Context: an optimization exercise on an open-source flow, tuned for small area. The choices shown serve that exercise and are no tape-out recipe.
RTL that was checked went through simulation tests only; none was proved equivalent to the original.
No functional check of the RTL was part of runs 4 and 5.
Power figures rest on the tool's default switching activity, not on a simulated workload.

==> flow/design.v <==
module pe_dot_lane (
    input  logic [71:0]  p,
    output logic [17:0]  d
);
    wire t1 = p[0] ^ p[8];
    wire t2 = p[1] ^ p[8];
    wire t3 = p[2] ^ p[8];
    wire t4 = p[3] ^ p[8];
    wire t5 = p[4] ^ p[8];
    wire t6 = p[5] ^ p[8];
    wire t7 = p[6] ^ p[8];
    wire t8 = p[7] ^ p[8];
    wire t9 = p[9] ^ p[17];
    wire t10 = p[10] ^ p[17];
    wire t11 = p[11] ^ p[17];
    wire t12 = p[12] ^ p[17];
    wire t13 = p[13] ^ p[17];
    wire t14 = p[14] ^ p[17];
    wire t15 = p[15] ^ p[17];
    wire t16 = p[16] ^ p[17];
    wire t17 = p[18] ^ p[26];
    wire t18 = p[19] ^ p[26];
    wire t19 = p[20] ^ p[26];
    wire t20 = p[21] ^ p[26];
    wire t21 = p[22] ^ p[26];
    wire t22 = p[23] ^ p[26];
    wire t23 = p[24] ^ p[26];
    wire t24 = p[25] ^ p[26];
    wire t25 = p[27] ^ p[35];
    wire t26 = p[28] ^ p[35];
    wire t27 = p[29] ^ p[35];
    wire t28 = p[30] ^ p[35];
    wire t29 = p[31] ^ p[35];
    wire t30 = p[32] ^ p[35];
    wire t31 = p[33] ^ p[35];
    wire t32 = p[34] ^ p[35];
    wire t33 = p[36] ^ p[44];
    wire t34 = p[37] ^ p[44];
    wire t35 = p[38] ^ p[44];
    wire t36 = p[39] ^ p[44];
    wire t37 = p[40] ^ p[44];
    wire t38 = p[41] ^ p[44];
    wire t39 = p[42] ^ p[44];
    wire t40 = p[43] ^ p[44];
    wire t41 = p[45] ^ p[53];
    wire t42 = p[46] ^ p[53];
    wire t43 = p[47] ^ p[53];
    wire t44 = p[48] ^ p[53];
    wire t45 = p[49] ^ p[53];
    wire t46 = p[50] ^ p[53];
    wire t47 = p[51] ^ p[53];
    wire t48 = p[52] ^ p[53];
    wire t49 = p[54] ^ p[62];
    wire t50 = p[55] ^ p[62];
    wire t51 = p[56] ^ p[62];
    wire t52 = p[57] ^ p[62];
    wire t53 = p[58] ^ p[62];
    wire t54 = p[59] ^ p[62];
    wire t55 = p[60] ^ p[62];
    wire t56 = p[61] ^ p[62];
    wire t57 = p[63] ^ p[71];
    wire t58 = p[64] ^ p[71];
    wire t59 = p[65] ^ p[71];
    wire t60 = p[66] ^ p[71];
    wire t61 = p[67] ^ p[71];
    wire t62 = p[68] ^ p[71];
    wire t63 = p[69] ^ p[71];
    wire t64 = p[70] ^ p[71];
    wire t65, t66;
    pe_fa u_t65 (.a(p[8]), .b(p[17]), .c(p[26]), .s(t65), .co(t66));
    wire t67, t68;
    pe_fa u_t67 (.a(p[35]), .b(p[44]), .c(p[53]), .s(t67), .co(t68));
    wire t69, t70;
    pe_fa u_t69 (.a(p[62]), .b(p[71]), .c(t65), .s(t69), .co(t70));
    wire t71, t72;
    pe_ha u_t71 (.a(t67), .b(t69), .s(t71), .co(t72));
    wire t73, t74;
    pe_fa u_t73 (.a(t66), .b(t68), .c(t70), .s(t73), .co(t74));
    wire t75, t76;
    pe_ha u_t75 (.a(t72), .b(t73), .s(t75), .co(t76));
    wire t77, t78;
    pe_ha u_t77 (.a(t74), .b(t76), .s(t77), .co(t78));
    wire t79 = t75 | t71;
    wire t80 = t77 | t79;
    wire t81 = t78 | t80;
    wire t82 = t75 ^ t71;
    wire t83 = t77 ^ t79;
    wire t84 = t78 ^ t80;
    wire t85, t86;
    pe_fa u_t85 (.a(t1), .b(t9), .c(t17), .s(t85), .co(t86));
    wire t87, t88;
    pe_fa u_t87 (.a(t25), .b(t33), .c(t41), .s(t87), .co(t88));
    wire t89, t90;
    pe_fa u_t89 (.a(t49), .b(t57), .c(t85), .s(t89), .co(t90));
    wire t91, t92;
    pe_fa u_t91 (.a(t87), .b(t89), .c(t71), .s(t91), .co(t92));
    wire t93, t94;
    pe_fa u_t93 (.a(t2), .b(t10), .c(t18), .s(t93), .co(t94));
    wire t95, t96;
    pe_fa u_t95 (.a(t26), .b(t34), .c(t42), .s(t95), .co(t96));
    wire t97, t98;
    pe_fa u_t97 (.a(t50), .b(t58), .c(t86), .s(t97), .co(t98));
    wire t99, t100;
    pe_fa u_t99 (.a(t88), .b(t93), .c(t95), .s(t99), .co(t100));
    wire t101, t102;
    pe_fa u_t101 (.a(t90), .b(t97), .c(t99), .s(t101), .co(t102));
    wire t103, t104;
    pe_fa u_t103 (.a(t75), .b(t92), .c(t101), .s(t103), .co(t104));
    wire t105, t106;
    pe_fa u_t105 (.a(t3), .b(t11), .c(t19), .s(t105), .co(t106));
    wire t107, t108;
    pe_fa u_t107 (.a(t27), .b(t35), .c(t43), .s(t107), .co(t108));
    wire t109, t110;
    pe_fa u_t109 (.a(t51), .b(t59), .c(t94), .s(t109), .co(t110));
    wire t111, t112;
    pe_fa u_t111 (.a(t96), .b(t105), .c(t107), .s(t111), .co(t112));
    wire t113, t114;
    pe_fa u_t113 (.a(t98), .b(t100), .c(t109), .s(t113), .co(t114));
    wire t115, t116;
    pe_fa u_t115 (.a(t111), .b(t102), .c(t113), .s(t115), .co(t116));
    wire t117, t118;
    pe_fa u_t117 (.a(t77), .b(t104), .c(t115), .s(t117), .co(t118));
    wire t119, t120;
    pe_fa u_t119 (.a(t4), .b(t12), .c(t20), .s(t119), .co(t120));
    wire t121, t122;
    pe_fa u_t121 (.a(t28), .b(t36), .c(t44), .s(t121), .co(t122));
    wire t123, t124;
    pe_fa u_t123 (.a(t52), .b(t60), .c(t106), .s(t123), .co(t124));
    wire t125, t126;
    pe_fa u_t125 (.a(t108), .b(t119), .c(t121), .s(t125), .co(t126));
    wire t127, t128;
    pe_fa u_t127 (.a(t110), .b(t112), .c(t123), .s(t127), .co(t128));
    wire t129, t130;
    pe_fa u_t129 (.a(t125), .b(t114), .c(t127), .s(t129), .co(t130));
    wire t131, t132;
    pe_fa u_t131 (.a(t78), .b(t116), .c(t129), .s(t131), .co(t132));
    wire t133, t134;
    pe_fa u_t133 (.a(t5), .b(t13), .c(t21), .s(t133), .co(t134));
    wire t135, t136;
    pe_fa u_t135 (.a(t29), .b(t37), .c(t45), .s(t135), .co(t136));
    wire t137, t138;
    pe_fa u_t137 (.a(t53), .b(t61), .c(t120), .s(t137), .co(t138));
    wire t139, t140;
    pe_fa u_t139 (.a(t122), .b(t133), .c(t135), .s(t139), .co(t140));
    wire t141, t142;
    pe_fa u_t141 (.a(t124), .b(t126), .c(t137), .s(t141), .co(t142));
    wire t143, t144;
    pe_fa u_t143 (.a(t139), .b(t128), .c(t141), .s(t143), .co(t144));
    wire t145, t146;
    pe_fa u_t145 (.a(t130), .b(t143), .c(t132), .s(t145), .co(t146));
    wire t147, t148;
    pe_fa u_t147 (.a(t6), .b(t14), .c(t22), .s(t147), .co(t148));
    wire t149, t150;
    pe_fa u_t149 (.a(t30), .b(t38), .c(t46), .s(t149), .co(t150));
    wire t151, t152;
    pe_fa u_t151 (.a(t54), .b(t62), .c(t134), .s(t151), .co(t152));
    wire t153, t154;
    pe_fa u_t153 (.a(t136), .b(t147), .c(t149), .s(t153), .co(t154));
    wire t155, t156;
    pe_fa u_t155 (.a(t138), .b(t140), .c(t151), .s(t155), .co(t156));
    wire t157, t158;
    pe_fa u_t157 (.a(t153), .b(t142), .c(t155), .s(t157), .co(t158));
    wire t159, t160;
    pe_ha u_t159 (.a(t144), .b(t157), .s(t159), .co(t160));
    wire t161, t162;
    pe_fa u_t161 (.a(t7), .b(t15), .c(t23), .s(t161), .co(t162));
    wire t163, t164;
    pe_fa u_t163 (.a(t31), .b(t39), .c(t47), .s(t163), .co(t164));
    wire t165, t166;
    pe_fa u_t165 (.a(t55), .b(t63), .c(t148), .s(t165), .co(t166));
    wire t167, t168;
    pe_fa u_t167 (.a(t150), .b(t161), .c(t163), .s(t167), .co(t168));
    wire t169, t170;
    pe_fa u_t169 (.a(t152), .b(t154), .c(t165), .s(t169), .co(t170));
    wire t171, t172;
    pe_fa u_t171 (.a(t167), .b(t156), .c(t169), .s(t171), .co(t172));
    wire t173, t174;
    pe_fa u_t173 (.a(t158), .b(t171), .c(t160), .s(t173), .co(t174));
    wire t175, t176;
    pe_fa u_t175 (.a(t8), .b(t16), .c(t24), .s(t175), .co(t176));
    wire t177, t178;
    pe_fa u_t177 (.a(t32), .b(t40), .c(t48), .s(t177), .co(t178));
    wire t179, t180;
    pe_fa u_t179 (.a(t56), .b(t64), .c(t162), .s(t179), .co(t180));
    wire t181, t182;
    pe_fa u_t181 (.a(t164), .b(t175), .c(t177), .s(t181), .co(t182));
    wire t183, t184;
    pe_fa u_t183 (.a(t166), .b(t168), .c(t179), .s(t183), .co(t184));
    wire t185, t186;
    pe_fa u_t185 (.a(t181), .b(t170), .c(t183), .s(t185), .co(t186));
    wire t187, t188;
    pe_fa u_t187 (.a(t172), .b(t185), .c(t174), .s(t187), .co(t188));
    wire t189, t190;
    pe_fa u_t189 (.a(t176), .b(t178), .c(t180), .s(t189), .co(t190));
    wire t191, t192;
    pe_fa u_t191 (.a(t182), .b(t71), .c(t184), .s(t191), .co(t192));
    wire t193, t194;
    pe_fa u_t193 (.a(t189), .b(t186), .c(t191), .s(t193), .co(t194));
    wire t195, t196;
    pe_fa u_t195 (.a(t190), .b(t192), .c(t82), .s(t195), .co(t196));
    assign d[0] = t91;
    assign d[1] = t103;
    assign d[2] = t117;
    assign d[3] = t118;
    assign d[4] = t131;
    assign d[5] = t145;
    assign d[6] = t146;
    assign d[7] = t159;
    assign d[8] = t173;
    assign d[9] = t187;
    assign d[10] = t188;
    assign d[11] = t193;
    assign d[12] = t194;
    assign d[13] = t195;
    assign d[14] = t83;
    assign d[15] = t196;
    assign d[16] = t84;
    assign d[17] = t81;
endmodule
module pe_acc_add (
    input  logic [12:0]  base,
    input  logic [17:0]  d,
    output logic [12:0]  sum
);
    wire t1, t2;
    pe_fa u_t1 (.a(base[3]), .b(d[3]), .c(d[4]), .s(t1), .co(t2));
    wire t3, t4;
    pe_ha u_t3 (.a(base[4]), .b(d[5]), .s(t3), .co(t4));
    wire t5, t6;
    pe_fa u_t5 (.a(base[5]), .b(d[6]), .c(d[7]), .s(t5), .co(t6));
    wire t7, t8;
    pe_ha u_t7 (.a(base[6]), .b(d[8]), .s(t7), .co(t8));
    wire t9, t10;
    pe_ha u_t9 (.a(base[7]), .b(d[9]), .s(t9), .co(t10));
    wire t11, t12;
    pe_fa u_t11 (.a(base[8]), .b(d[10]), .c(d[11]), .s(t11), .co(t12));
    wire t13, t14;
    pe_fa u_t13 (.a(base[9]), .b(d[12]), .c(d[13]), .s(t13), .co(t14));
    wire t15, t16;
    pe_fa u_t15 (.a(base[10]), .b(d[14]), .c(d[15]), .s(t15), .co(t16));
    wire t17, t18;
    pe_ha u_t17 (.a(base[11]), .b(d[16]), .s(t17), .co(t18));
    wire t19, t20;
    pe_ha u_t19 (.a(base[0]), .b(d[0]), .s(t19), .co(t20));
    wire t21, t22;
    pe_fa u_t21 (.a(base[1]), .b(d[1]), .c(t20), .s(t21), .co(t22));
    wire t23, t24;
    pe_fa u_t23 (.a(base[2]), .b(d[2]), .c(t22), .s(t23), .co(t24));
    wire t25, t26;
    pe_ha u_t25 (.a(t1), .b(t24), .s(t25), .co(t26));
    wire t27, t28;
    pe_fa u_t27 (.a(t2), .b(t3), .c(t26), .s(t27), .co(t28));
    wire t29, t30;
    pe_fa u_t29 (.a(t4), .b(t5), .c(t28), .s(t29), .co(t30));
    wire t31, t32;
    pe_fa u_t31 (.a(t6), .b(t7), .c(t30), .s(t31), .co(t32));
    wire t33, t34;
    pe_ha u_t33 (.a(t8), .b(t9), .s(t33), .co(t34));
    wire t35, t36;
    pe_fa u_t35 (.a(t10), .b(t11), .c(t34), .s(t35), .co(t36));
    wire t37, t38;
    pe_fa u_t37 (.a(t12), .b(t13), .c(t36), .s(t37), .co(t38));
    wire t39, t40;
    pe_fa u_t39 (.a(t14), .b(t15), .c(t38), .s(t39), .co(t40));
    wire t41, t42;
    pe_fa u_t41 (.a(t16), .b(t17), .c(t40), .s(t41), .co(t42));
    wire t43 = t18 ^ base[12] ^ d[17] ^ t42;
    wire t44 = t33 ^ t32;
    wire t45 = t32 & t33;
    wire t46 = t35 ^ t45;
    wire t47 = t33 & t35;
    wire t48 = t32 & t47;
    wire t49 = t37 ^ t48;
    wire t50 = t47 & t37;
    wire t51 = t32 & t50;
    wire t52 = t39 ^ t51;
    wire t53 = t50 & t39;
    wire t54 = t32 & t53;
    wire t55 = t41 ^ t54;
    wire t56 = t53 & t41;
    wire t57 = t32 & t56;
    wire t58 = t43 ^ t57;
    assign sum[0] = t19;
    assign sum[1] = t21;
    assign sum[2] = t23;
    assign sum[3] = t25;
    assign sum[4] = t27;
    assign sum[5] = t29;
    assign sum[6] = t31;
    assign sum[7] = t44;
    assign sum[8] = t46;
    assign sum[9] = t49;
    assign sum[10] = t52;
    assign sum[11] = t55;
    assign sum[12] = t58;
endmodule
module pe_dot_accum_4xpack #(
    parameter int DOT_SIZE          = 8,
    parameter int MULT_OUTPUT_WIDTH = 9,
    parameter int MULT_LATENCY      = 3,
    parameter int ACCUM_WIDTH       = 12
) (
    input  logic                                                   clock,
    input  logic                                                   reset,
    input  logic                                                   i_valid,
    input  logic                                                   i_first,
    input  logic                                                   i_last,
    input  logic [1:0][1:0][DOT_SIZE-1:0][MULT_OUTPUT_WIDTH-1:0] i_mult_output,
    input  logic                                                   i_ready,
    output logic                                                   o_valid,
    output logic [1:0][1:0][ACCUM_WIDTH-1:0]                       o_result,
    output logic                                                   o_overflow
);
    logic [3:0] r_v, r_f, r_l;
    logic       r_ld, r_empty;
    always_ff @(posedge clock) begin
        r_f <= {r_f[2:0], i_first};
        r_l <= {r_l[2:0], i_last};
        if (reset) begin
            r_v  <= '0;
            r_ld <= 1'b0;
        end else begin
            r_v  <= {r_v[2:0], i_valid};
            r_ld <= r_v[3] & r_l[3];
        end
    end
    always_ff @(posedge clock) begin
        if (reset)
            r_empty <= 1'b1;
        else if (r_v[3])
            r_empty <= 1'b0;
    end
    logic w_start;
    assign w_start = r_f[3] | r_empty;
    logic [3:0][12:0] r_acc;
    logic [3:0][11:0] w_res;
    for (genvar n = 0; n < 4; n++) begin : g_lane
        logic [17:0] w_d, r_d;
        logic [12:0] w_sum;
        logic        w_clip;
        pe_dot_lane u_dot (.p(i_mult_output[n/2][n%2]), .d(w_d));
        always_ff @(posedge clock)
            r_d <= w_d;
        pe_acc_add u_add (.base(w_start ? 13'd0 : r_acc[n]), .d(r_d), .sum(w_sum));
        assign w_clip = r_acc[n][12] ^ r_acc[n][11];
        always_ff @(posedge clock)
            if (r_v[3] && (w_start || !w_clip))
                r_acc[n] <= w_sum;
        for (genvar i = 0; i < 11; i++) begin : g_clip
            assign w_res[n][i] = (r_acc[n][i] & r_acc[n][11]) | (r_acc[n][i] & ~r_acc[n][12]) |
                                 (r_acc[n][11] & ~r_acc[n][12]);
        end
        assign w_res[n][11] = r_acc[n][12];
    end
    always_ff @(posedge clock) begin
        if (!o_valid || i_ready)
            o_result <= w_res;
        if (reset) begin
            o_valid    <= 1'b0;
            o_overflow <= 1'b0;
        end else if (r_ld) begin
            if (o_valid && !i_ready)
                o_overflow <= 1'b1;
            else
                o_valid <= 1'b1;
        end else if (i_ready) begin
            o_valid <= 1'b0;
        end
    end
endmodule
module pe_fa (
    input  logic a, b, c,
    output logic s, co
);
    assign s  = a ^ b ^ c;
    assign co = (a & b) | (a & c) | (b & c);
endmodule
module pe_ha (
    input  logic a, b,
    output logic s, co
);
    assign s  = a ^ b;
    assign co = a & b;
endmodule
==> flow/flow/run.sh <==
#!/bin/bash
# Standard layout with our own port buffers (flow/pre_gpl.tcl) and a leaner clock tree.
set -euo pipefail
bash standard.sh DONT_BUFFER_PORTS=1 \
  PRE_GLOBAL_PLACE_TCL="$PWD/flow/pre_gpl.tcl" POST_GLOBAL_PLACE_TCL="$PWD/flow/post_gpl.tcl" \
  CTS_ARGS="-sink_clustering_enable -repair_clock_nets -root_buf sky130_fd_sc_hd__clkbuf_8 -sink_clustering_buffer sky130_fd_sc_hd__clkbuf_4 -buf_list {sky130_fd_sc_hd__clkbuf_4 sky130_fd_sc_hd__clkbuf_8} -sink_clustering_size 8 -sink_clustering_max_diameter 40 -dont_use_dummy_load" \
  finish > standard_flow.log 2>&1
==> flow/flow/post_gpl.tcl <==
unset_dont_touch [get_cells {input* output*}]
==> flow/flow/pre_gpl.tcl <==
# Port buffers before global placement: the smallest buffer, or a stronger one on inputs
# that fan out widely. They are marked dont_touch so that the timing-driven placement's
# remove_buffers keeps them, and released again after global placement (post_gpl.tcl).
remove_buffers
buffer_ports -inputs -outputs -buffer_cell sky130_fd_sc_hd__buf_1
foreach inst [get_cells input*] {
  set out [get_pins -of_objects $inst -filter "direction == output"]
  set loads [get_pins -of_objects [get_nets -of_objects $out] -filter "direction == input"]
  if {[llength $loads] >= 6} {
    replace_cell $inst sky130_fd_sc_hd__buf_4
  }
}
set_dont_touch [get_cells {input* output*}]
==> flow/standard.sh <==
#!/bin/bash
# synth_recipe.tcl (not shown) runs the flow's synth.tcl, then flattens the netlist and writes it again
# the make line also repeats each setting of config.mk as NAME=value (left out here)
make -C /OpenROAD-flow-scripts/flow DESIGN_CONFIG=/design/flow/config.mk WORK_HOME=/design/flow/orfs CLKGATE_MAP_FILE= SYNTH_SCRIPT=/design/flow/synth_recipe.tcl "${@:-finish}"
==> flow/config.mk <==
export PLATFORM = sky130hd
export DESIGN_NAME = pe_dot_accum_4xpack
export DESIGN_NICKNAME = pe_dot_accum_4xpack
export VERILOG_FILES = /design/flow/design.v
export SDC_FILE = /design/flow/constraint.sdc
export NUM_CORES = 4
export LEC_CHECK = 0
export CAP_MARGIN = 20
export CORE_MARGIN = 2
export CORE_UTILIZATION = 40
export SLEW_MARGIN = 20
export SYNTH_HIERARCHICAL = 1
export SYNTH_MINIMUM_KEEP_SIZE = 0
==> flow/constraint.sdc <==
create_clock -name core_clock -period 4.5 [get_ports {clock}]
set_input_delay 0.9000 -clock core_clock [delete_from_list [all_inputs] [get_ports {clock}]]
set_output_delay 0.9000 -clock core_clock [all_outputs]
set_load 0.01 [all_outputs]
==> reports/metrics.cfg, run 1 <==
[job]
cap_violations=0

[routing]
num_vias=8350
drt_iter0_drc=220
wl_per_cell_um=15.9
drt_wl_total_um=30000
first_pass_iters=4
ant_nets=0
via_per_inst=4.43
drc=0

[layout]
final_common_cell=buf_1
layout-drive-gt1-share=0.0449
layout.nets=2010
layout_common_cells=310 x buf_1, 292 x fa_1, 268 x xor2_1, 100 x edfxtp_1, 88 x dfxtp_1
antenna_cells=0
syn2layout_area_growth_pct=5.79

[cts]
htree_levels=4
post-cts-setup-buffers=0
cts_made_buffers=17
cts_root_buf=clkbuf_8
clk_pin_slew_ns=0.09
cts_resized=0
clockBufferDepth=2
holdBufCountCts=0
clock_sinks=188
cts_tree=done
clk_latency_ns=0.48

[global_route]
grt_pass1_wl_um=49000
overflow=0
grt_pass1_vias=9847
antenna_found_initial=0
grt_max_degree=49
track_usage=0.150

[floorplan]
io-pin-count=344
die_w_um=206
rows=73
fp.coreArea_um2=40000
die-area_um2=42400
initial_utilization=0.408
die_h_um=206

[setup_path]
critical_path_required_ns=4.73
ff2ff_setup_slack_ns=0.36
endpoint=r_acc[25]
startpoint=r_empty
cp-start-kind=register
timing.rr.end=r_acc[25]
cp_data_arrival_time_ns=4.37
worst_r2r_path_depth=10
r2r_start=r_empty
worstPathMaxFanout=48
worstSetupPathType=register to register
cp-end-kind=register

[sta]
finalCritPeriodShare=0.920
fmax_ghz=0.242
hold_viol_final=0
finClkSkew_ns=0.0236
rsz0062_at_grt=no
slew_viol_final=0
period_minus_slack_ns=4.14
whs_ns=0.325
finalSetupViolCount=0
setup_tns_ns=0
slew-limit-headroom=0.313
worst_pin_slew_ns=1.03

[yosys]
ys_ff_latch=188
seq_area_frac_synth=0.292
syn_area_um2=16300
syn_area_per_cell_um2=14.0
yosys_warnings=7
ys_types=23
syn-num-nets=1816
synth_cells=1166

[run_status]
status=complete, no violations

[power_and_ir_drop]
netSwitchingPower_mw=3.34
pwr-share-seq=0.313
p_comb_frac=0.589
leakage_nw=6.95
p_sw_frac=0.382
peakVddDrop_mv=0.189
power_density_nw_per_um2=507
internal-power_mw=5.40
pwr-share-clk=0.098

[min_path]
min_path_type=register to register
holdPathStages=0

[placed_design]
hpwl_um=26000
io_buffer_count=343

-- Yosys stat by module (local to each module, per instance) --
| module | cells | times used |
|---|---|---|
| pe_acc_add | 26 | 4 |
| pe_fa | 1 | 292 |
| pe_dot_accum_4xpack | 334 | 1 |
| pe_ha | 1 | 44 |
| pe_dot_lane | 98 | 4 |
-- final cells by class --
type	instances	area (um2)
Sequential cell	188	4760
Multi-Input combinational cell	780	10100
Tap cell	525	657
Clock buffer	17	234
Fill cell	3765	22800
Inverter	26	97.6
Timing Repair Buffer	347	1440
-- critical path: stages, from the launching register on --
cell and delay, ns:
dfxtp_1 0.34, nor2_4 0.77, and2_1 0.29, fa_1 0.43, fa_1 0.43, fa_1 0.38, fa_1 0.39, fa_1 0.39
xor2_1 0.16, xnor2_1 0.20, xnor2_1 0.09
-- stage by stage --
step	setup slack (ns)	cells	area [um2]	power, mW	utilization
CTS	0.275	1882	17200	9.02	0.431
global route	0.0457	1883	17300	9.99	0.431
global placement	0.209	1865	17000	7.94	0.425
finish	0.360	1883	17300	8.74	0.431
floorplan	0.227	1166	16300	9.82	-
detailed placement	0.133	1865	17000	8.14	0.425
-- cell usage after synthesis --
cell type	number	share of area
a21oi_1	1	0.00031
o31ai_1	1	0.00046
buf_2	6	0.0018
nor2_1	5	0.0012
inv_1	26	0.0060
nand2b_1	6	0.0023
nand3_1	8	0.0025
nand2_1	5	0.0012
ha_1	64	0.049
xnor2_1	20	0.011
a21o_1	45	0.021
and2_1	48	0.018
nor2b_1	4	0.0015
nor3_1	8	0.0025
nor2_4	1	0.00069
xor2_1	268	0.14
dfxtp_1	88	0.11
fa_1	292	0.36
clkbuf_1	5	0.0012
buf_6	36	0.025
and4_4	4	0.0028
buf_4	125	0.058
edfxtp_1	100	0.18
-- power groups by stage --
stage	registers (mW)	clock network [mW]	logic (mW)
after floorplan	2.75	0	7.07
after global placement	2.78	0	5.17
after detailed placement	2.78	0	5.36
after CTS	2.74	0.910	5.37
after global routing	2.78	0.980	6.23
final	2.73	0.857	5.15
-- kinds of logic after synthesis --
group | Yosys count | synth area share
and+or+nand+nor | 89 | 0.0329
adders and majority gates | 356 | 0.407
xor gates and xnor gates | 288 | 0.155
buffers and inverters | 198 | 0.0914
DFF | 188 | 0.292
AOI/OAI and AO/OA | 47 | 0.0215
-- flip-flops by register name (all words and copies together), names as in the netlist --
| name | flops |
|---|---|
| r_acc | 52 |
| g_lane.r_d | 72 |
| r_l | 4 |
| r_f | 4 |
| r_v | 4 |
| r_ld | 1 |
| r_empty | 1 |
| o_result | 48 |
| o_overflow | 1 |
| o_valid | 1 |
-- how the worst min path moves through the flow --
| stage | from | end | slack, ns |
|---|---|---|---|
| 6_report | r_f[2] | r_f[3] | 0.32 |
| 3_3_place_gp | r_f[1] | r_f[2] | 0.32 |
| 3_5_place_dp | r_f[2] | r_f[3] | 0.32 |
| 4_1_cts | r_f[2] | r_f[3] | 0.33 |
| 2_1_floorplan | r_f[0] | r_f[1] | 0.31 |
| 5_1_grt | r_f[2] | r_f[3] | 0.34 |
-- metal layers --
metal / GRT usage / share of wire / wire length, um / vias up
li1: - / - / - / 3931
met1: 0.186 / 0.42 / 12600 / 4225
met2: 0.270 / 0.53 / 15900 / 164
met3: 0.0237 / 0.032 / 972 / 30
met4: 0.0421 / 0.016 / 477 / 0
met5: 0 / 0 / 0 / -
==> run 2: changes to the inputs <==
--- a/flow/design.v
+++ b/flow/design.v
@@ -256,7 +256,7 @@
     pe_fa u_t31 (.a(t6), .b(t7), .c(t30), .s(t31), .co(t32));
     wire t33, t34;
-    pe_ha u_t33 (.a(t8), .b(t9), .s(t33), .co(t34));
+    pe_fa u_t33 (.a(t8), .b(t9), .c(t32), .s(t33), .co(t34));
     wire t35, t36;
-    pe_fa u_t35 (.a(t10), .b(t11), .c(t34), .s(t35), .co(t36));
+    pe_ha u_t35 (.a(t10), .b(t11), .s(t35), .co(t36));
     wire t37, t38;
     pe_fa u_t37 (.a(t12), .b(t13), .c(t36), .s(t37), .co(t38));
@@ -266,19 +266,16 @@
     pe_fa u_t41 (.a(t16), .b(t17), .c(t40), .s(t41), .co(t42));
     wire t43 = t18 ^ base[12] ^ d[17] ^ t42;
-    wire t44 = t33 ^ t32;
-    wire t45 = t32 & t33;
-    wire t46 = t35 ^ t45;
-    wire t47 = t33 & t35;
-    wire t48 = t32 & t47;
-    wire t49 = t37 ^ t48;
-    wire t50 = t47 & t37;
-    wire t51 = t32 & t50;
-    wire t52 = t39 ^ t51;
-    wire t53 = t50 & t39;
-    wire t54 = t32 & t53;
-    wire t55 = t41 ^ t54;
-    wire t56 = t53 & t41;
-    wire t57 = t32 & t56;
-    wire t58 = t43 ^ t57;
+    wire t44 = t35 ^ t34;
+    wire t45 = t34 & t35;
+    wire t46 = t37 ^ t45;
+    wire t47 = t35 & t37;
+    wire t48 = t34 & t47;
+    wire t49 = t39 ^ t48;
+    wire t50 = t47 & t39;
+    wire t51 = t34 & t50;
+    wire t52 = t41 ^ t51;
+    wire t53 = t50 & t41;
+    wire t54 = t34 & t53;
+    wire t55 = t43 ^ t54;
     assign sum[0] = t19;
     assign sum[1] = t21;
@@ -288,10 +285,10 @@
     assign sum[5] = t29;
     assign sum[6] = t31;
-    assign sum[7] = t44;
-    assign sum[8] = t46;
-    assign sum[9] = t49;
-    assign sum[10] = t52;
-    assign sum[11] = t55;
-    assign sum[12] = t58;
+    assign sum[7] = t33;
+    assign sum[8] = t44;
+    assign sum[9] = t46;
+    assign sum[10] = t49;
+    assign sum[11] = t52;
+    assign sum[12] = t55;
 endmodule
 module pe_dot_accum_4xpack #(
@@ -312,8 +309,9 @@
     output logic                                                   o_overflow
 );
-    logic [3:0] r_v, r_f, r_l;
-    logic       r_ld, r_empty;
+    logic [3:0] r_v, r_l;
+    logic [2:0] r_f;
+    logic       r_ld, r_empty, w_empty, r_start;
     always_ff @(posedge clock) begin
-        r_f <= {r_f[2:0], i_first};
+        r_f <= {r_f[1:0], i_first};
         r_l <= {r_l[2:0], i_last};
         if (reset) begin
@@ -325,12 +323,11 @@
         end
     end
+    assign w_empty = reset | (r_empty & ~r_v[3]);
     always_ff @(posedge clock) begin
-        if (reset)
-            r_empty <= 1'b1;
-        else if (r_v[3])
-            r_empty <= 1'b0;
+        r_empty <= w_empty;
+        r_start <= r_f[2] | w_empty;
     end
     logic w_start;
-    assign w_start = r_f[3] | r_empty;
+    assign w_start = r_start;
     logic [3:0][12:0] r_acc;
     logic [3:0][11:0] w_res;
==> flow/flow/run.sh (replaced) <==
#!/bin/bash
# Standard layout with our own port buffers (flow/pre_gpl.tcl) and a leaner clock tree.
set -euo pipefail
bash standard.sh DONT_BUFFER_PORTS=1 \
  PRE_GLOBAL_PLACE_TCL="$PWD/flow/pre_gpl.tcl" POST_GLOBAL_PLACE_TCL="$PWD/flow/post_gpl.tcl" \
  CTS_ARGS="-sink_clustering_enable -repair_clock_nets -root_buf sky130_fd_sc_hd__clkbuf_8 -sink_clustering_buffer sky130_fd_sc_hd__clkbuf_8 -buf_list sky130_fd_sc_hd__clkbuf_8 -dont_use_dummy_load" \
  finish > standard_flow.log 2>&1
==> reports/metrics.cfg, run 2 <==
[layout]
layout_common_cells=310 x buf_1, 292 x fa_1, 260 x xor2_1, 100 x edfxtp_1, 87 x dfxtp_1
stdcell_count=1879
antenna_cells=0
fill_cells=3754
layout-drive-gt1-share=0.0458
top_regs=g_lane.r_d (72), r_acc (52), o_result (48)
top_register=g_lane.r_d
final_common_cell=buf_1
layout.nets=2006
largest_reg_flops=72
syn2layout_area_growth_pct=5.71

[yosys]
ys_ff_latch=188
syn_area_um2=16300
seq_area_frac_synth=0.292
syn_area_per_cell_um2=14.0
yosys_warnings=7
synth_top_cell_by_area=fa_1
synth_top_area_frac=0.359
syn-num-nets=1810
yosysMostFrequentCell=fa_1
synth-edff-count=100
async_flop_share=0
synthFlopType=edfxtp_1
ys_types=21
synthTopCellsByArea=fa_1 36%, edfxtp_1 18%, xor2_1 14%
synth_commonest_cells=292 x fa_1, 260 x xor2_1, 125 x buf_4
synth_cells=1160

[setup_path]
r2r_start=r_start
cp_slowest_stage_delay_ns=0.61
cp-start-kind=register
worstPathMaxFanout=12
worstSetupPathType=register to register
worstPathCellList=nor2b_1 > ha_1 > fa_1 > fa_1 > ha_1 > fa_1 > fa_1 > fa_1 > fa_1 > ha_1 > xor2_1
timing.critical_path.mode_cell=fa_1
cp_data_arrival_time_ns=4.37
timing.rr.end=r_acc[9]
cpMaxStageDelayCell=dfxtp_2
ff2ff_setup_slack_ns=0.35
critical_path.top_delay_family=adder cells
critical_path_required_ns=4.71
worst_r2r_path_depth=11
crit_buf_inv=0
cp-end-kind=register

[placed_design]
dp_slack_ns=0.124
io_buffer_count=343
dp_cells=1862
hpwl_um=27300

[global_route]
grt_pass1_vias=9780
use_met2=0.267
grt_pass1_wl_um=50400
grt_max_degree=39
overflow=0
grt-busiest-layer=met2
track_usage=0.157
met1_usage=0.212
met3_usage=0.0271
antenna_found_initial=0

[cts]
cts_root_buf=clkbuf_8
clock_sinks=188
cts_tree=done
clockBufferDepth=2
post-cts-setup-buffers=0
clk_latency_ns=0.48
clk_pin_slew_ns=0.10
cts_resized=0
cts_made_buffers=17
holdBufCountCts=0
htree_levels=4

[min_path]
min_path_type=register to register
holdPathStages=0
min_to=r_f[1]
min_from=r_f[0]

[floorplan]
die-area_um2=42400
initial_utilization=0.407
io-pin-count=344
die_h_um=206
die_w_um=206
rows=73
fp.coreArea_um2=40000

[sta]
fmax_ghz=0.241
hold_viol_final=0
slew-limit-headroom=0.339
finalCritPeriodShare=0.923
finalSetupViolCount=0
worst_pin_slew_ns=0.991
setup_slack_ns=0.347
finClkSkew_ns=0.0341
rsz0062_at_grt=no
setup_tns_ns=0
period_minus_slack_ns=4.15
slew_viol_final=0

[power_and_ir_drop]
totalPowerFinal_mw=8.92
power_density_nw_per_um2=518
leakage_nw=6.90
peakVddDrop_mv=0.227

[routing]
num_vias=8339
wl_per_cell_um=16.6
via_per_inst=4.44
ant_nets=0
drt_wl_total_um=31200
drc=0
drt_iter0_drc=277
first_pass_iters=4

[job]
cap_violations=0

[run_status]
status=complete, no violations

==> run 2: changes by cell type in the layout (fill, tap and decap cells not counted), sizes merged, moves of 5 or more <==
cell | previous run | this run
and2 | 48 | 0
xor2 | 268 | 260
nor2b | 4 | 52
nand2 | 5 | 0
nor2 | 6 | 16
nor3 | 8 | 0
==> run 2: metal layers <==
layer	share of wire	vias to the layer above
met4	0.0090	0
li1	-	3900
met5	0	-
met2	0.50	175
met3	0.040	16
met1	0.45	4248
==> run 2: layout make-up <==
cell class              instances  area [um2]  area share
repair buffers                348        1450      0.0843
well taps                     525         657      0.0381
clock buffers                  17         234      0.0136
multi-input cells             771       10000       0.581
flip-flops and latches        188        4770       0.277
inverters                      30         113     0.00654
==> run 2: Yosys stat by module (local to each module, per instance) <==
module / times used / flip-flops and latches / cells inside
pe_dot_lane: 4 / 0 / 98
pe_acc_add: 4 / 0 / 25
pe_ha: 44 / 0 / 1
pe_fa: 292 / 0 / 1
pe_dot_accum_4xpack: 1 / 188 / 332
==> run 2: cell families after synthesis <==
| group | Yosys count | synth area share |
|---|---|---|
| xor+xnor | 284 | 0.153 |
| flops | 188 | 0.292 |
| buf+inv | 201 | 0.0940 |
| simple gates | 83 | 0.0310 |
| fa+ha+maj | 356 | 0.408 |
| compound gates | 48 | 0.0220 |
==> run 2: metrics by stage <==
stage               hold WS (ns)   util  instance area [um2]
finish                     0.331  0.431                17200
global route               0.349  0.431                17200
CTS                        0.331  0.431                17200
detailed placement         0.314  0.425                17000
global placement           0.315  0.424                17000
floorplan                  0.310      -                16300
==> run 2: power breakdown <==
group          internal [mW]  switching (mW)  leakage, nW
combinational           2.58            2.73         5.07
clock                  0.334           0.524        0.122
sequential              2.54           0.205         1.71
total                   5.46            3.46         6.90
==> run 2: worst max path at each step <==
stage	start	to	slack (ns)	depth (start not counted)
2_1_floorplan	i_mult_output[8]	g_lane[0].r_d[9]	0.23	10
3_3_place_gp	i_mult_output[152]	g_lane[2].r_d[9]	0.19	9
3_5_place_dp	i_mult_output[161]	g_lane[2].r_d[9]	0.12	9
4_1_cts	r_start	r_acc[9]	0.29	11
5_1_grt	r_start	r_acc[51]	0.14	12
6_report	r_start	r_acc[9]	0.35	11
==> run 3: changes to the inputs <==
--- a/flow/design.v
+++ b/flow/design.v
@@ -351,5 +351,7 @@
     end
     always_ff @(posedge clock) begin
-        if (!o_valid || i_ready)
+        if (reset)
+            o_result <= '0;
+        else if (r_ld && (!o_valid || i_ready))
             o_result <= w_res;
         if (reset) begin
==> reports/metrics.cfg, run 3 <==
[run_status]
status=complete, no violations

[yosys]
syn-num-nets=1927
synth_top_cell_by_area=fa_1
seq_area_frac_synth=0.260
ys_types=29
synth_commonest_cells=292 x fa_1, 260 x xor2_1, 136 x dfxtp_1
yosys_warnings=7
ys_ff_latch=188
synth-edff-count=52
synth_top_area_frac=0.355
synthFlopType=dfxtp_1
async_flop_share=0
syn_area_per_cell_um2=12.9
synth_cells=1277
syn_area_um2=16500
synthTopCellsByArea=fa_1 36%, dfxtp_1 17%, xor2_1 14%
yosysMostFrequentCell=fa_1

[floorplan]
die-area_um2=42800
initial_utilization=0.404
rows=74
fp.coreArea_um2=40700
die_h_um=207
die_w_um=207
io-pin-count=344

[routing]
drt_iter0_drc=195
drc=0
drt_wl_total_um=30700
num_vias=9026
wl_per_cell_um=15.4
first_pass_iters=4
via_per_inst=4.53
ant_nets=0

[min_path]
min_from=r_l[0]
min_path_type=register to register

[sta]
hold_viol_final=0
finalSetupViolCount=0
finalCritPeriodShare=0.926
finClkSkew_ns=0.0272
worst_pin_slew_ns=1.07
slew_viol_final=0
period_minus_slack_ns=4.16
setup_tns_ns=0
fmax_ghz=0.240
rsz0062_at_grt=no
slew-limit-headroom=0.284

[layout]
top_register=g_lane.r_d
layout_common_cells=310 x buf_1, 292 x fa_1, 260 x xor2_1, 135 x dfxtp_1, 73 x inv_1
fin_util=0.426
largest_reg_flops=72
top_regs=g_lane.r_d (72), r_acc (52), o_result (48)
antenna_cells=0
final_common_cell=buf_1
layout.nets=2111
syn2layout_area_growth_pct=5.49
stdcell_count=1991
layout-drive-gt1-share=0.0583
finalInstanceArea_um2=17400

[global_route]
grt_pass1_wl_um=50200
overflow=0
grt_max_degree=61
grt_pass1_vias=10400
antenna_found_initial=0
track_usage=0.152

[cts]
cts_root_buf=clkbuf_8
clock_sinks=188
cts_tree=done
cts_resized=0
holdBufCountCts=0
post-cts-setup-buffers=0
clk_pin_slew_ns=0.09
htree_levels=4
clk_latency_ns=0.48
clockBufferDepth=2
cts_made_buffers=17

[placed_design]
dp_cells=1973
io_buffer_count=343
dpl_cell_area_um2=17100
hpwl_um=26800

[setup_path]
worstSetupPathType=register to register
worstPathCellList=nor2b_1 > ha_1 > fa_1 > fa_1 > ha_1 > fa_1 > fa_1 > fa_1 > fa_1 > ha_1 > xor2_1
critical_path_required_ns=4.71
cp_data_arrival_time_ns=4.37
startpoint=r_start
r2r_start=r_start
cp-start-kind=register
cp-end-kind=register
cp_slowest_stage_delay_ns=0.61
cpMaxStageDelayCell=dfxtp_2
timing.critical_path.mode_cell=fa_1
worstPathMaxFanout=12

[power_and_ir_drop]
peakVddDrop_mv=0.201
leakage_nw=6.73
power_density_nw_per_um2=492
totalPowerFinal_mw=8.53

[job]
cap_violations=0

run 3: critical path: cells and delay by family (launching register included):
kind	cells	cell delay, ns
fa+ha+maj	9	3.04
flops	1	0.61
xor+xnor	1	0.16
simple gates	1	0.10
run 3: cell families (layout without fill, tap and decap cells):
| logic type | Yosys count | in the layout | share of synthesized area |
|---|---|---|---|
| compound gates | 54 | 54 | 0.0352 |
| xor+xnor | 284 | 284 | 0.151 |
| fa+ha+maj | 356 | 356 | 0.404 |
| buf+inv | 256 | 438 | 0.104 |
| flops | 188 | 188 | 0.260 |
| simple gates | 139 | 139 | 0.0449 |
run 3: worst paths after layout:
check                            endpoint  slack, ns  cells past startpoint
worst max-delay path            r_acc[22]       0.34                     11
worst min-delay path               r_l[1]       0.33                      0
worst max register to register  r_acc[22]       0.34                     11
worst min register to register     r_l[1]       0.33                      0
run 3: metrics by stage:
step / worst slack [ns] / hold WS, ns
final: 0.335 / 0.333
after global routing: 0.171 / 0.351
after CTS: 0.292 / 0.336
after detailed placement: 0.146 / 0.315
after global placement: 0.200 / 0.317
after floorplan: 0.163 / 0.310
run 3: per-module statistics from Yosys (local to each module, per instance):
module / flip-flops and latches / area (um2) / copies in the design / cells inside
pe_ha: 0 / 12.5 / 44 / 1
pe_acc_add: 0 / 190 / 4 / 25
pe_fa: 0 / 20.0 / 292 / 1
pe_dot_lane: 0 / 842 / 4 / 98
pe_dot_accum_4xpack: 188 / 5930 / 1 / 449
run 3: power breakdown:
part           switching, mW  leakage (nW)  total (mW)  internal [mW]
combinational           2.58          5.01        5.07           2.49
clock                  0.516         0.122       0.851          0.334
sequential             0.172          1.59        2.61           2.44
total                   3.27          6.73        8.53           5.27
run 3: cell type report:
type,instances,area (um2)
flip-flops and latches,188,4290
fillers,3875,23400
inverters,74,278
multi-input cells,833,10500
repair buffers,347,1440
clock buffers,17,234
well taps,532,666
run 3: routing by layer:
| layer | vias up | part of all wire | track usage |
|---|---|---|---|
| met2 | 176 | 0.51 | 0.266 |
| met3 | 32 | 0.042 | 0.0289 |
| met4 | 0 | 0.017 | 0.0418 |
| met5 | - | 0 | 0 |
| met1 | 4581 | 0.43 | 0.192 |
| li1 | 4237 | - | - |
==> run 4: changes to the inputs <==
--- a/flow/design.v
+++ b/flow/design.v
@@ -1,5 +1,5 @@
 module pe_dot_lane (
     input  logic [71:0]  p,
-    output logic [17:0]  d
+    output logic [18:0]  d
 );
     wire t1 = p[0] ^ p[8];
@@ -190,5 +190,5 @@
     pe_fa u_t185 (.a(t181), .b(t170), .c(t183), .s(t185), .co(t186));
     wire t187, t188;
-    pe_fa u_t187 (.a(t172), .b(t185), .c(t174), .s(t187), .co(t188));
+    pe_ha u_t187 (.a(t172), .b(t185), .s(t187), .co(t188));
     wire t189, t190;
     pe_fa u_t189 (.a(t176), .b(t178), .c(t180), .s(t189), .co(t190));
@@ -208,17 +208,18 @@
     assign d[7] = t159;
     assign d[8] = t173;
-    assign d[9] = t187;
-    assign d[10] = t188;
-    assign d[11] = t193;
-    assign d[12] = t194;
-    assign d[13] = t195;
-    assign d[14] = t83;
-    assign d[15] = t196;
-    assign d[16] = t84;
-    assign d[17] = t81;
+    assign d[9] = t174;
+    assign d[10] = t187;
+    assign d[11] = t188;
+    assign d[12] = t193;
+    assign d[13] = t194;
+    assign d[14] = t195;
+    assign d[15] = t83;
+    assign d[16] = t196;
+    assign d[17] = t84;
+    assign d[18] = t81;
 endmodule
 module pe_acc_add (
     input  logic [12:0]  base,
-    input  logic [17:0]  d,
+    input  logic [18:0]  d,
     output logic [12:0]  sum
 );
@@ -232,13 +233,13 @@
     pe_ha u_t7 (.a(base[6]), .b(d[8]), .s(t7), .co(t8));
     wire t9, t10;
-    pe_ha u_t9 (.a(base[7]), .b(d[9]), .s(t9), .co(t10));
+    pe_fa u_t9 (.a(base[7]), .b(d[9]), .c(d[10]), .s(t9), .co(t10));
     wire t11, t12;
-    pe_fa u_t11 (.a(base[8]), .b(d[10]), .c(d[11]), .s(t11), .co(t12));
+    pe_fa u_t11 (.a(base[8]), .b(d[11]), .c(d[12]), .s(t11), .co(t12));
     wire t13, t14;
-    pe_fa u_t13 (.a(base[9]), .b(d[12]), .c(d[13]), .s(t13), .co(t14));
+    pe_fa u_t13 (.a(base[9]), .b(d[13]), .c(d[14]), .s(t13), .co(t14));
     wire t15, t16;
-    pe_fa u_t15 (.a(base[10]), .b(d[14]), .c(d[15]), .s(t15), .co(t16));
+    pe_fa u_t15 (.a(base[10]), .b(d[15]), .c(d[16]), .s(t15), .co(t16));
     wire t17, t18;
-    pe_ha u_t17 (.a(base[11]), .b(d[16]), .s(t17), .co(t18));
+    pe_ha u_t17 (.a(base[11]), .b(d[17]), .s(t17), .co(t18));
     wire t19, t20;
     pe_ha u_t19 (.a(base[0]), .b(d[0]), .s(t19), .co(t20));
@@ -256,7 +257,7 @@
     pe_fa u_t31 (.a(t6), .b(t7), .c(t30), .s(t31), .co(t32));
     wire t33, t34;
-    pe_fa u_t33 (.a(t8), .b(t9), .c(t32), .s(t33), .co(t34));
+    pe_ha u_t33 (.a(t8), .b(t9), .s(t33), .co(t34));
     wire t35, t36;
-    pe_ha u_t35 (.a(t10), .b(t11), .s(t35), .co(t36));
+    pe_fa u_t35 (.a(t10), .b(t11), .c(t34), .s(t35), .co(t36));
     wire t37, t38;
     pe_fa u_t37 (.a(t12), .b(t13), .c(t36), .s(t37), .co(t38));
@@ -265,17 +266,20 @@
     wire t41, t42;
     pe_fa u_t41 (.a(t16), .b(t17), .c(t40), .s(t41), .co(t42));
-    wire t43 = t18 ^ base[12] ^ d[17] ^ t42;
-    wire t44 = t35 ^ t34;
-    wire t45 = t34 & t35;
-    wire t46 = t37 ^ t45;
-    wire t47 = t35 & t37;
-    wire t48 = t34 & t47;
-    wire t49 = t39 ^ t48;
-    wire t50 = t47 & t39;
-    wire t51 = t34 & t50;
-    wire t52 = t41 ^ t51;
-    wire t53 = t50 & t41;
-    wire t54 = t34 & t53;
-    wire t55 = t43 ^ t54;
+    wire t43 = t18 ^ base[12] ^ d[18] ^ t42;
+    wire t44 = t33 ^ t32;
+    wire t45 = t32 & t33;
+    wire t46 = t35 ^ t45;
+    wire t47 = t33 & t35;
+    wire t48 = t32 & t47;
+    wire t49 = t37 ^ t48;
+    wire t50 = t47 & t37;
+    wire t51 = t32 & t50;
+    wire t52 = t39 ^ t51;
+    wire t53 = t50 & t39;
+    wire t54 = t32 & t53;
+    wire t55 = t41 ^ t54;
+    wire t56 = t53 & t41;
+    wire t57 = t32 & t56;
+    wire t58 = t43 ^ t57;
     assign sum[0] = t19;
     assign sum[1] = t21;
@@ -285,10 +289,10 @@
     assign sum[5] = t29;
     assign sum[6] = t31;
-    assign sum[7] = t33;
-    assign sum[8] = t44;
-    assign sum[9] = t46;
-    assign sum[10] = t49;
-    assign sum[11] = t52;
-    assign sum[12] = t55;
+    assign sum[7] = t44;
+    assign sum[8] = t46;
+    assign sum[9] = t49;
+    assign sum[10] = t52;
+    assign sum[11] = t55;
+    assign sum[12] = t58;
 endmodule
 module pe_dot_accum_4xpack #(
@@ -309,9 +313,8 @@
     output logic                                                   o_overflow
 );
-    logic [3:0] r_v, r_l;
-    logic [2:0] r_f;
-    logic       r_ld, r_empty, w_empty, r_start;
+    logic [3:0] r_v, r_f, r_l;
+    logic       r_ld, r_empty;
     always_ff @(posedge clock) begin
-        r_f <= {r_f[1:0], i_first};
+        r_f <= {r_f[2:0], i_first};
         r_l <= {r_l[2:0], i_last};
         if (reset) begin
@@ -323,15 +326,16 @@
         end
     end
-    assign w_empty = reset | (r_empty & ~r_v[3]);
     always_ff @(posedge clock) begin
-        r_empty <= w_empty;
-        r_start <= r_f[2] | w_empty;
+        if (reset)
+            r_empty <= 1'b1;
+        else if (r_v[3])
+            r_empty <= 1'b0;
     end
     logic w_start;
-    assign w_start = r_start;
+    assign w_start = r_f[3] | r_empty;
     logic [3:0][12:0] r_acc;
     logic [3:0][11:0] w_res;
     for (genvar n = 0; n < 4; n++) begin : g_lane
-        logic [17:0] w_d, r_d;
+        logic [18:0] w_d, r_d;
         logic [12:0] w_sum;
         logic        w_clip;
@@ -344,14 +348,8 @@
             if (r_v[3] && (w_start || !w_clip))
                 r_acc[n] <= w_sum;
-        for (genvar i = 0; i < 11; i++) begin : g_clip
-            assign w_res[n][i] = (r_acc[n][i] & r_acc[n][11]) | (r_acc[n][i] & ~r_acc[n][12]) |
-                                 (r_acc[n][11] & ~r_acc[n][12]);
-        end
-        assign w_res[n][11] = r_acc[n][12];
+        assign w_res[n] = w_clip ? {r_acc[n][12], {11{~r_acc[n][12]}}} : r_acc[n][11:0];
     end
     always_ff @(posedge clock) begin
-        if (reset)
-            o_result <= '0;
-        else if (r_ld && (!o_valid || i_ready))
+        if (!o_valid || i_ready)
             o_result <= w_res;
         if (reset) begin
==> flow/flow/run.sh (replaced) <==
#!/bin/bash
# Standard layout, with the smallest buffer as the port buffer and a leaner clock tree.
set -euo pipefail
bash standard.sh BUFFER_PORTS_ARGS="-buffer_cell sky130_fd_sc_hd__buf_1" \
  CTS_ARGS="-sink_clustering_enable -repair_clock_nets -root_buf sky130_fd_sc_hd__clkbuf_16 -sink_clustering_buffer sky130_fd_sc_hd__clkbuf_8 -buf_list sky130_fd_sc_hd__clkbuf_8 -dont_use_dummy_load" \
  finish > standard_flow.log 2>&1
removed: flow/flow/post_gpl.tcl
removed: flow/flow/pre_gpl.tcl
==> reports/metrics.cfg, run 4 <==
[yosys]
yosysMostFrequentCell=fa_1
syn_area_per_cell_um2=13.8
syn-num-nets=1847
synth_simple_gate_area_share=0.0328
muxShareOfSynthArea=0
synth_cells=1193
ys_ff_latch=192
syn_area_um2=16500
yosys_warnings=7
synth-edff-count=100
synthAdderAreaFrac=0.406
synth_commonest_cells=292 x fa_1, 268 x xor2_1, 128 x buf_4
synth_top_cell_by_area=fa_1
ys_types=24
synthFlopType=edfxtp_1
async_flop_share=0
synth_top_area_frac=0.354
synth_compound_area_frac=0.0196
synth_xor_area_frac=0.153
synth_top_family_by_area=adder cells
synthTopCellsByArea=fa_1 35%, edfxtp_1 18%, xor2_1 14%
seq_area_frac_synth=0.294

[layout]
finalInstanceArea_um2=17600
antenna_cells=0
layout.nets=2073
layout_common_cells=343 x buf_1, 292 x fa_1, 268 x xor2_1, 100 x edfxtp_1, 92 x dfxtp_1
largest_reg_flops=76
final_common_cell=buf_1
layout-drive-gt1-share=0.0480
top_register=g_lane.r_d
fill_cells=3893
syn2layout_area_growth_pct=6.61
top_regs=g_lane.r_d (76), r_acc (52), o_result (48)

[placed_design]
place.gp.congestion=0.839
io_buffer_count=343
dpl_cell_area_um2=17300
hpwl_um=26300

[sta]
worst_pin_slew_ns=0.997
rsz0062_at_grt=no
finalCritPeriodShare=0.878
hold_viol_final=0
fmax_ghz=0.253
setup_tns_ns=0
finClkSkew_ns=0.0161
period_minus_slack_ns=3.95
finalSetupViolCount=0
slew-limit-headroom=0.335
slew_viol_final=0

[setup_path]
worst_r2r_path_depth=12
worstSetupPathType=input port to register
path_depth=8
cp_data_arrival_time_ns=4.20
critical_path.top_delay_family=adder cells
cp-end-kind=register
worstPathMaxFanout=6
cpMaxStageDelayCell=fa_1
cp-start-kind=input port
worstPathCellList=buf_1 > xor2_1 > fa_1 > fa_1 > fa_1 > fa_1 > fa_1 > fa_1
crit_buf_inv=1
timing.critical_path.mode_cell=fa_1
critical_path_required_ns=4.75
cp_slowest_stage_delay_ns=0.54

[power_and_ir_drop]
pwr-share-seq=0.318
netSwitchingPower_mw=3.36
internal-power_mw=5.53
p_sw_frac=0.378
pwr-share-clk=0.099
leakage_nw=7.10
p_comb_frac=0.583
power_density_nw_per_um2=505
peakVddDrop_mv=0.236

[cts]
cts_resized=0
clk_latency_ns=0.39
holdBufCountCts=0
post-cts-setup-buffers=0
clk_pin_slew_ns=0.08
cts_tree=done
htree_levels=4
cts_made_buffers=17
clock_sinks=192
cts_root_buf=clkbuf_16
clockBufferDepth=2

[routing]
drt_wl_total_um=29600
wl_per_cell_um=15.2
drc=0
first_pass_iters=4
drt_iter0_drc=188
num_vias=8528
ant_nets=0
via_per_inst=4.38

[floorplan]
initial_utilization=0.405
die_w_um=207
die-area_um2=42900
die_h_um=207
io-pin-count=344
rows=74
fp.coreArea_um2=40700

[global_route]
grt_pass1_wl_um=49200
grt_max_degree=40
antenna_found_initial=0
grt_pass1_vias=9940
overflow=0
track_usage=0.146

[job]
cap_violations=0

[run_status]
status=complete, no violations

[min_path]
holdPathStages=0
min_path_type=register to register

## run 4: changes by cell type after synthesis, moves of 21 or more
cell,change
a21o_1,+33
a221oi_1,-23
a221oi_2,-21
and2_1,+37
dfxtp_1,-44
edfxtp_1,+48
inv_1,-36
nand2_1,-39
nor2b_1,-51
## run 4: layout make-up
type	instances	area [um2]	share of cell area
Sequential cell	192	4840	0.276
Clock buffer	17	245	0.0139
Inverter	37	139	0.00790
Timing Repair Buffer	383	1600	0.0910
Tap cell	532	666	0.0379
Multi-Input combinational cell	788	10100	0.574
## run 4: final timing paths
kind | end | slack, ns | start
worst max register to register | r_acc[25] | 0.63 | r_empty
worst min register to register | r_l[2] | 0.33 | r_l[1]
worst max-delay path | g_lane[1].r_d[5] | 0.55 | i_mult_output[80]
worst min-delay path | r_l[2] | 0.33 | r_l[1]
## run 4: cells by family (layout without fill, tap and decap cells)
| family | count (synthesis) | in the layout |
|---|---|---|
| DFF | 192 | 192 |
| xor gates and xnor gates | 288 | 288 |
| buffers and inverters | 213 | 437 |
| adders and majority gates | 360 | 360 |
| AOI/OAI and AO/OA | 47 | 47 |
| and+or+nand+nor | 93 | 93 |
## run 4: power by group through the flow
stage / clock (mW) / sequential (mW) / combinational [mW]
2_1_floorplan: 0 / 2.87 / 7.07
3_3_place_gp: 0 / 2.87 / 5.16
3_5_place_dp: 0 / 2.87 / 5.38
4_1_cts: 0.942 / 2.83 / 5.40
5_1_grt: 0.990 / 2.87 / 6.25
6_report: 0.879 / 2.82 / 5.19
## run 4: modules after synthesis (local to each module, per instance)
| module | times used | cells | area [um2] |
|---|---|---|---|
| pe_ha | 44 | 1 | 12.5 |
| pe_acc_add | 4 | 26 | 205 |
| pe_dot_accum_4xpack | 1 | 357 | 5880 |
| pe_fa | 292 | 1 | 20.0 |
| pe_dot_lane | 4 | 99 | 850 |
## run 4: per-layer routing
metal  global-route usage  part of all wire  up-vias
met5                    0                 0        -
met4               0.0419             0.017        0
met3               0.0211             0.030       23
met2                0.255              0.52      165
met1                0.189              0.43     4265
li1                     -                 -     4075
## run 4: through the flow
step	worst slack [ns]	hold WS (ns)	std cells	power, mW	utilization
2_1_floorplan	0.398	0.310	1193	9.94	-
3_3_place_gp	0.205	0.316	1931	8.04	0.425
3_5_place_dp	0.150	0.315	1931	8.25	0.425
4_1_cts	0.569	0.336	1948	9.18	0.431
5_1_grt	0.426	0.340	1949	10.1	0.432
6_report	0.550	0.332	1949	8.89	0.432
==> run 5: changes to the inputs <==
--- a/flow/design.v
+++ b/flow/design.v
@@ -148,5 +148,5 @@
     pe_fa u_t143 (.a(t139), .b(t128), .c(t141), .s(t143), .co(t144));
     wire t145, t146;
-    pe_fa u_t145 (.a(t130), .b(t143), .c(t132), .s(t145), .co(t146));
+    pe_ha u_t145 (.a(t130), .b(t143), .s(t145), .co(t146));
     wire t147, t148;
     pe_fa u_t147 (.a(t6), .b(t14), .c(t22), .s(t147), .co(t148));
@@ -162,5 +162,5 @@
     pe_fa u_t157 (.a(t153), .b(t142), .c(t155), .s(t157), .co(t158));
     wire t159, t160;
-    pe_ha u_t159 (.a(t144), .b(t157), .s(t159), .co(t160));
+    pe_fa u_t159 (.a(t144), .b(t157), .c(t146), .s(t159), .co(t160));
     wire t161, t162;
     pe_fa u_t161 (.a(t7), .b(t15), .c(t23), .s(t161), .co(t162));
@@ -176,5 +176,5 @@
     pe_fa u_t171 (.a(t167), .b(t156), .c(t169), .s(t171), .co(t172));
     wire t173, t174;
-    pe_fa u_t173 (.a(t158), .b(t171), .c(t160), .s(t173), .co(t174));
+    pe_ha u_t173 (.a(t158), .b(t171), .s(t173), .co(t174));
     wire t175, t176;
     pe_fa u_t175 (.a(t8), .b(t16), .c(t24), .s(t175), .co(t176));
@@ -190,5 +190,5 @@
     pe_fa u_t185 (.a(t181), .b(t170), .c(t183), .s(t185), .co(t186));
     wire t187, t188;
-    pe_ha u_t187 (.a(t172), .b(t185), .s(t187), .co(t188));
+    pe_fa u_t187 (.a(t172), .b(t185), .c(t174), .s(t187), .co(t188));
     wire t189, t190;
     pe_fa u_t189 (.a(t176), .b(t178), .c(t180), .s(t189), .co(t190));
@@ -204,9 +204,9 @@
     assign d[3] = t118;
     assign d[4] = t131;
-    assign d[5] = t145;
-    assign d[6] = t146;
+    assign d[5] = t132;
+    assign d[6] = t145;
     assign d[7] = t159;
-    assign d[8] = t173;
-    assign d[9] = t174;
+    assign d[8] = t160;
+    assign d[9] = t173;
     assign d[10] = t187;
     assign d[11] = t188;
@@ -227,11 +227,11 @@
     pe_fa u_t1 (.a(base[3]), .b(d[3]), .c(d[4]), .s(t1), .co(t2));
     wire t3, t4;
-    pe_ha u_t3 (.a(base[4]), .b(d[5]), .s(t3), .co(t4));
+    pe_fa u_t3 (.a(base[4]), .b(d[5]), .c(d[6]), .s(t3), .co(t4));
     wire t5, t6;
-    pe_fa u_t5 (.a(base[5]), .b(d[6]), .c(d[7]), .s(t5), .co(t6));
+    pe_ha u_t5 (.a(base[5]), .b(d[7]), .s(t5), .co(t6));
     wire t7, t8;
-    pe_ha u_t7 (.a(base[6]), .b(d[8]), .s(t7), .co(t8));
+    pe_fa u_t7 (.a(base[6]), .b(d[8]), .c(d[9]), .s(t7), .co(t8));
     wire t9, t10;
-    pe_fa u_t9 (.a(base[7]), .b(d[9]), .c(d[10]), .s(t9), .co(t10));
+    pe_ha u_t9 (.a(base[7]), .b(d[10]), .s(t9), .co(t10));
     wire t11, t12;
     pe_fa u_t11 (.a(base[8]), .b(d[11]), .c(d[12]), .s(t11), .co(t12));
==> reports/metrics.cfg, run 5 <==
[run_status]
status=complete, no violations

[floorplan]
die-area_um2=42900
io-pin-count=344
fp.coreArea_um2=40700
rows=74
die_w_um=207
die_h_um=207
initial_utilization=0.405

[yosys]
yosysMostFrequentCell=fa_1
yosys_warnings=7
synth_xor_area_frac=0.153
synth_simple_gate_area_share=0.0328
synth_top_cell_by_area=fa_1
synth-edff-count=100
ys_ff_latch=192
synthFlopType=edfxtp_1
syn_area_um2=16500
synth_top_family_by_area=adder cells
ys_types=24
syn-num-nets=1847
synth_top_area_frac=0.354
synth_cells=1193
muxShareOfSynthArea=0
synthTopCellsByArea=fa_1 35%, edfxtp_1 18%, xor2_1 14%
synth_compound_area_frac=0.0196
seq_area_frac_synth=0.294
synthAdderAreaFrac=0.406
synth_commonest_cells=292 x fa_1, 268 x xor2_1, 128 x buf_4
async_flop_share=0
syn_area_per_cell_um2=13.8

[cts]
holdBufCountCts=0
clk_latency_ns=0.40
cts_resized=0
htree_levels=4
clk_pin_slew_ns=0.08
cts_made_buffers=17
clockBufferDepth=2
post-cts-setup-buffers=0
cts_tree=done
cts_root_buf=clkbuf_16
clock_sinks=192

[layout]
antenna_cells=0
top_register=g_lane.r_d
multiInputGateArea_um2=10100
register_area_um2=4840
top_regs=g_lane.r_d (76), r_acc (52), o_result (48)
layout_common_cells=343 x buf_1, 292 x fa_1, 268 x xor2_1, 100 x edfxtp_1, 92 x dfxtp_1
largest_reg_flops=76
layout-drive-gt1-share=0.0487
finalInstanceArea_um2=17600
syn2layout_area_growth_pct=6.62
stdcell_count=1949
final_common_cell=buf_1
fill_cells=3827
layout.nets=2073

[power_and_ir_drop]
netSwitchingPower_mw=3.39
pwr-share-clk=0.101
leakage_nw=7.10
internal-power_mw=5.53
pwr-share-seq=0.317
power_density_nw_per_um2=507
totalPowerFinal_mw=8.92
p_comb_frac=0.582
peakVddDrop_mv=0.212
p_sw_frac=0.380

[setup_path]
worstSetupPathType=input port to register
startpoint=i_mult_output[152]
r2r_start=r_f[3]
worst_r2r_path_depth=12
cp-start-kind=input port
cp_data_arrival_time_ns=4.18
ff2ff_setup_slack_ns=0.69
critical_path_required_ns=4.75
worstPathMaxFanout=9
timing.rr.end=r_acc[21]
cp-end-kind=register

[global_route]
overflow=0
track_usage=0.144
grt_pass1_vias=10100
grt_pass1_wl_um=49300
grt_max_degree=27
antenna_found_initial=0

[sta]
fmax_ghz=0.254
slew_viol_final=0
rsz0062_at_grt=no
setup_slack_ns=0.568
finalSetupViolCount=0
worst_pin_slew_ns=0.962
finalCritPeriodShare=0.874
hold_viol_final=0
setup_tns_ns=0
period_minus_slack_ns=3.93
slew-limit-headroom=0.356
finClkSkew_ns=0.0325

[min_path]
holdPathStages=0
min_to=r_l[1]
min_path_type=register to register
min_from=r_l[0]

[placed_design]
hpwl_um=25700
io_buffer_count=343
dpl_cell_area_um2=17300
dp_slack_ns=0.187
dp_cells=1931
place.gp.congestion=0.854

[job]
cap_violations=0

[routing]
drc=0
num_vias=8600
drt_iter0_drc=210
drt_wl_total_um=29400
first_pass_iters=4
wl_per_cell_um=15.1
via_per_inst=4.41
ant_nets=0

run 5: cell counts after synthesis:
No cell type changed its count.
run 5: kinds of logic (layout without fill, tap and decap cells):
group,after synthesis,after routing
AOI/OAI and AO/OA,47,47
adders and majority gates,360,360
DFF,192,192
and+or+nand+nor,93,93
buffers and inverters,213,437
xor gates and xnor gates,288,288
run 5: cell type report:
type	instances	share of cell area
flip-flops and latches	192	0.276
inverters	37	0.00790
repair buffers	383	0.0910
clock buffers	17	0.0139
multi-input cells	788	0.574
well taps	532	0.0379
run 5: per-layer routing:
| metal | global-route usage | vias to the layer above | wire, um |
|---|---|---|---|
| met1 | 0.184 | 4332 | 12600 |
| met3 | 0.0285 | 12 | 1280 |
| li1 | - | 4069 | - |
| met5 | 0 | - | 0 |
| met2 | 0.256 | 187 | 15300 |
| met4 | 0.0246 | 0 | 197 |
run 5: how the worst max path moves through the flow:
stage | endpoint | slack, ns | cells past startpoint
floorplan | g_lane[0].r_d[10] | 0.60 | 9
global placement | g_lane[2].r_d[7] | 0.24 | 8
detailed placement | g_lane[2].r_d[7] | 0.19 | 8
CTS | g_lane[2].r_d[7] | 0.58 | 8
global route | g_lane[2].r_d[7] | 0.42 | 8
finish | g_lane[2].r_d[7] | 0.57 | 8
run 5: per-stage QoR:
stage / hold WS [ns] / util
2_1_floorplan: 0.310 / -
3_3_place_gp: 0.316 / 0.425
3_5_place_dp: 0.313 / 0.425
4_1_cts: 0.333 / 0.431
5_1_grt: 0.339 / 0.432
6_report: 0.326 / 0.432
run 5: modules after synthesis (local to each module, per instance):
module,flip-flops and latches,copies in the design,cells inside
pe_dot_lane,0,4,99
pe_dot_accum_4xpack,192,1,357
pe_ha,0,44,1
pe_acc_add,0,4,26
pe_fa,0,292,1
run 5: power groups by stage:
| stage | clock [mW] | sequential, mW | combinational (mW) |
|---|---|---|---|
| 2_1_floorplan | 0 | 2.87 | 7.06 |
| 3_3_place_gp | 0 | 2.88 | 5.15 |
| 3_5_place_dp | 0 | 2.88 | 5.39 |
| 4_1_cts | 0.950 | 2.84 | 5.41 |
| 5_1_grt | 1.00 | 2.88 | 6.27 |
| 6_report | 0.897 | 2.83 | 5.19 |
run 5: critical path: stages:
cell	delay, ns
buf_1	0.52
xor2_1	0.19
fa_1	0.54
fa_1	0.43
fa_1	0.53
fa_1	0.41
ha_1	0.22
fa_1	0.44

separate check: timing with driven ports:
The results above use ideal ports. As a check the final layouts listed here were re-extracted and re-timed, cells and wires unchanged. Step 1: set_driving_cell puts a clkbuf_16 on clock and a buf_2 on each other input, an assumption about the parent block. Step 2 adds t to the input delays and takes it off the output delays; t is the mean of the earliest and latest rising clock arrival at the registers after step 1. Input paths then give back, and output paths get back, about the clock's delay inside the block. Slacks: ideal / step 1 / step 2; pairs: ideal / step 1.
| run | shift t [ns] | setup WS [ns] | worst hold slack (ns) | worst setup path after step 2 | pins driven straight from the clock port |
|---|---|---|---|---|---|
| run 1 | 0.514 | 0.360 / 0.360 / 0.125 | 0.325 / 0.325 / 0.325 | input to register | 1 |
| run 2 | 0.498 | 0.347 / 0.347 / 0.153 | 0.331 / 0.331 / 0.331 | input to register | 1 |
| run 3 | 0.501 | 0.335 / 0.335 / 0.166 | 0.333 / 0.333 / 0.333 | input to register | 1 |
| run 4 | 0.423 | 0.550 / 0.571 / 0.148 | 0.332 / 0.332 / 0.332 | input to register | 1 |
| run 5 | 0.429 | 0.568 / 0.568 / 0.139 | 0.326 / 0.326 / 0.326 | input to register | 1 |
After both steps setup and hold are still met in every run listed. For run 5, which loses most, drivers alone change the setup slack by 0.000 ns; drivers and shift together by -0.429 ns.
